This is an optimization exercise on Yosys and OpenROAD, whose aim is small area, a short achievable clock period and few clock cycles, not a production implementation.
In this exercise RTL edits were held to simulation tests only and were not proved equivalent to the original.
No activity file was given, so power comes from the tool's default toggle rates.

main:
==> flow/design.v (excerpt) <==
module mlp_layer_sequencer #(
    parameter int N_IN  = 784,
    parameter int N_OUT = 10,
    parameter int DW    = 32,
    parameter int FRAC  = 24,
    parameter int ACCW  = 74,
    parameter int RELU  = 1,
    localparam int c_iw = (N_IN > 1) ? $clog2(N_IN) : 1,
    localparam int c_ww = (N_IN * N_OUT > 1) ? $clog2(N_IN * N_OUT) : 1,
    localparam int c_ow = (N_OUT > 1) ? $clog2(N_OUT) : 1
) (
    input  logic            clk,
    input  logic            rst_n,
    input  logic            start,
    output logic            busy,
    output logic            done,
    output logic            sat,
    output logic            rd_en,
    output logic [c_iw-1:0] in_addr,
    output logic [c_ww-1:0] w_addr,
    output logic [c_ow-1:0] b_addr,
    input  logic [DW-1:0]   in_data,
    input  logic [DW-1:0]   w_data,
    input  logic [DW-1:0]   b_data,
    output logic            out_we,
    output logic [c_ow-1:0] out_addr,
    output logic [DW-1:0]   out_data
);
Size: roughly 3700 cells after synthesis, roughly 39000 um^2 of cells after synthesis.
clock: 11.0 ns
lec_check: 0
cap_margin: 20
core_margin: 2
core_utilization: 60
slew_margin: 20
synth_hierarchical: 1
standard.sh (not shown) runs the stock make flow with config.mk's settings and CLKGATE_MAP_FILE= SYNTH_SCRIPT=/design/flow/synth_recipe.tcl, a recipe that flattens the netlist after the stock synthesis.
==> flow/flow/run.sh <==
#!/bin/bash
# Layout flow: the standard ORFS flow, except that ports are buffered with
# plain buffers and the resizer may not use the delay cells.
set -euo pipefail
DLY="sky130_fd_sc_hd__clkdlybuf4s15_1 sky130_fd_sc_hd__clkdlybuf4s15_2 \
sky130_fd_sc_hd__clkdlybuf4s18_1 sky130_fd_sc_hd__clkdlybuf4s18_2 \
sky130_fd_sc_hd__clkdlybuf4s25_1 sky130_fd_sc_hd__clkdlybuf4s25_2 \
sky130_fd_sc_hd__clkdlybuf4s50_1 sky130_fd_sc_hd__clkdlybuf4s50_2 \
sky130_fd_sc_hd__dlygate4sd1_1 sky130_fd_sc_hd__dlygate4sd2_1 sky130_fd_sc_hd__dlygate4sd3_1 \
sky130_fd_sc_hd__dlymetal6s2s_1 sky130_fd_sc_hd__dlymetal6s4s_1 sky130_fd_sc_hd__dlymetal6s6s_1"
export DONT_USE_CELLS="$DLY"
export BUFFER_PORTS_ARGS="-buffer_cell sky130_fd_sc_hd__buf_2"
# Timing repair aims 7.6 ns below the clock period (the period itself is unchanged).
# Clock tree synthesis as in ORFS's cts.tcl, without dummy balancing loads and
# with larger sink clusters.
CTS="-sink_clustering_enable -repair_clock_nets -dont_use_dummy_load -sink_clustering_size 25 -sink_clustering_max_diameter 80"
bash standard.sh finish SETUP_SLACK_MARGIN=7.6 "CTS_ARGS=$CTS" > flow_make.log 2>&1
Testbench counts of main, summed over its fixed seeds: cycles 188,320.
> inputs changed (main -> the feature branch)
--- a/flow/design.v
+++ b/flow/design.v
@@ -122,44 +122,39 @@
         b31_r <= b_data[31];
         neg_r <= neg_d;
         one_r <= one_d;
         two_r <= two_d;
     end
     logic [33:0] pp_0, pp_1, pp_2, pp_3, pp_4, pp_5, pp_6, pp_7,
                  pp_8, pp_9, pp_10, pp_11, pp_12, pp_13, pp_14, pp_15;
     logic [33:0] pp [16];
     logic [31:0] an_l, an_h;
-    logic [15:0] onen_a, onen_b, twon_a, twon_b, negn_a, negn_b;
+    logic [15:0] onen [4], twon [4], negn [4];
     for (genvar g = 0; g < 32; g++) begin : g_ainv
         mlp_inv u_l (.a(a_r[g]), .y(an_l[g]));
         mlp_inv u_h (.a(a_r[g]), .y(an_h[g]));
     end
     for (genvar g = 0; g < 16; g++) begin : g_sinv
-        mlp_inv u_oa (.a(one_r[g]), .y(onen_a[g]));
-        mlp_inv u_ob (.a(one_r[g]), .y(onen_b[g]));
-        mlp_inv u_ta (.a(two_r[g]), .y(twon_a[g]));
-        mlp_inv u_tb (.a(two_r[g]), .y(twon_b[g]));
-        mlp_inv u_na (.a(neg_r[g]), .y(negn_a[g]));
-        mlp_inv u_nb (.a(neg_r[g]), .y(negn_b[g]));
+        for (genvar q = 0; q < 4; q++) begin : g_q
+            mlp_inv u_o (.a(one_r[g]), .y(onen[q][g]));
+            mlp_inv u_t (.a(two_r[g]), .y(twon[q][g]));
+            mlp_inv u_n (.a(neg_r[g]), .y(negn[q][g]));
+        end
     end
     always_comb begin
         for (int k = 0; k < 16; k++) begin
             logic [31:0] aa;
             logic [33:0] x1, x2;
             aa = (k < 8) ? ~an_l : ~an_h;
             x1 = {aa[31], aa[31], aa};
             x2 = {aa[31], aa, 1'b0};
-            for (int i = 0; i < 34; i++) begin
-                if (i < 17)
-                    pp[k][i] = ((x1[i] & ~onen_a[k]) | (x2[i] & ~twon_a[k])) ^ ~negn_a[k];
-                else
-                    pp[k][i] = ((x1[i] & ~onen_b[k]) | (x2[i] & ~twon_b[k])) ^ ~negn_b[k];
-            end
+            for (int i = 0; i < 34; i++)
+                pp[k][i] = ((x1[i] & ~onen[i / 9][k]) | (x2[i] & ~twon[i / 9][k])) ^ ~negn[i / 9][k];
         end
     end
     assign pp_0 = pp[0];   assign pp_1 = pp[1];   assign pp_2 = pp[2];   assign pp_3 = pp[3];
     assign pp_4 = pp[4];   assign pp_5 = pp[5];   assign pp_6 = pp[6];   assign pp_7 = pp[7];
     assign pp_8 = pp[8];   assign pp_9 = pp[9];   assign pp_10 = pp[10]; assign pp_11 = pp[11];
     assign pp_12 = pp[12]; assign pp_13 = pp[13]; assign pp_14 = pp[14]; assign pp_15 = pp[15];
     logic [73:0] r_s, r_c, srow, crow, s_nx, c_nx;
     logic [7:0] f3n;
     for (genvar g = 0; g < 8; g++) begin : g_f3inv
--- outcome ---
Across the feature branch and main, the outcome is the same: a clean finish for every run.
Delta (the feature branch minus main): effective utilization at floorplan went up 0.27 points, clock buffer count from CTS went up 9.7%, sequential share of layout area held.
Of the feature branch and main, the run reporting the higher clock skew after layout was the feature branch.
Of the two values seen for end point of the critical path, ph0_r[51]$_DFF_P_ was produced by main and out_data[25] by the feature branch.
Launch point of the critical path = r_out[25]$_DFF_P_: the feature branch; launch point of the critical path = neg_r[8]$_DFF_P_: main
The feature branch vs. main: post-synthesis adder-cell area fraction dropped 0.21 points; total wirelength of the detailed-routed design -about 0.5%; number of cells on the critical path decreased 6; power density over the cells moved up.
| placeable core region | the feature branch vs main | ≈ equal |
Compared with main, the feature branch shows a non-clock buffering overhead in the final layout that is 1.7 points lower.
Sequential-to-total area share from yosys stat came out lower on the feature branch than on main.
The more densely filled core belongs to main, not the feature branch.
When the final numbers for the feature branch and main were put side by side, the final instance area turned out to be greater in main.
Peak per-stage delay on the critical path, the feature branch and main, higher one = main.
Testbench counts of the feature branch, summed over its fixed seeds: cycles 188,320.

==> static timing again, ports no longer ideal <==
No port has a modelled driver above. Below, the same layouts with a new extraction and two added sets of constraints.
Step 1 (the two cells are an assumption about what drives the block):
set clk [get_ports {clk}]
set_driving_cell -lib_cell sky130_fd_sc_hd__clkbuf_16 $clk
set_driving_cell -lib_cell sky130_fd_sc_hd__buf_2 [delete_from_list [all_inputs] $clk]
Step 2 times the ports against the registers' clock, not the clock port: input delays grow and output delays shrink by t, the midpoint of the rising clock arrivals with the driver on.
Slacks: ideal / step 1 / step 2; pairs: ideal / step 1.
run | shift t [ns] | slack for setup (ns) | worst setup path after step 2 | clock arrival spread, ns
main | 0.675 | 7.618 / 7.567 / 7.618 | register to register | 0.071 / 0.072
the feature branch | 0.621 | 7.647 / 7.582 / 7.655 | register to register | 0.082 / 0.081
After both steps every run listed still meets setup and hold.
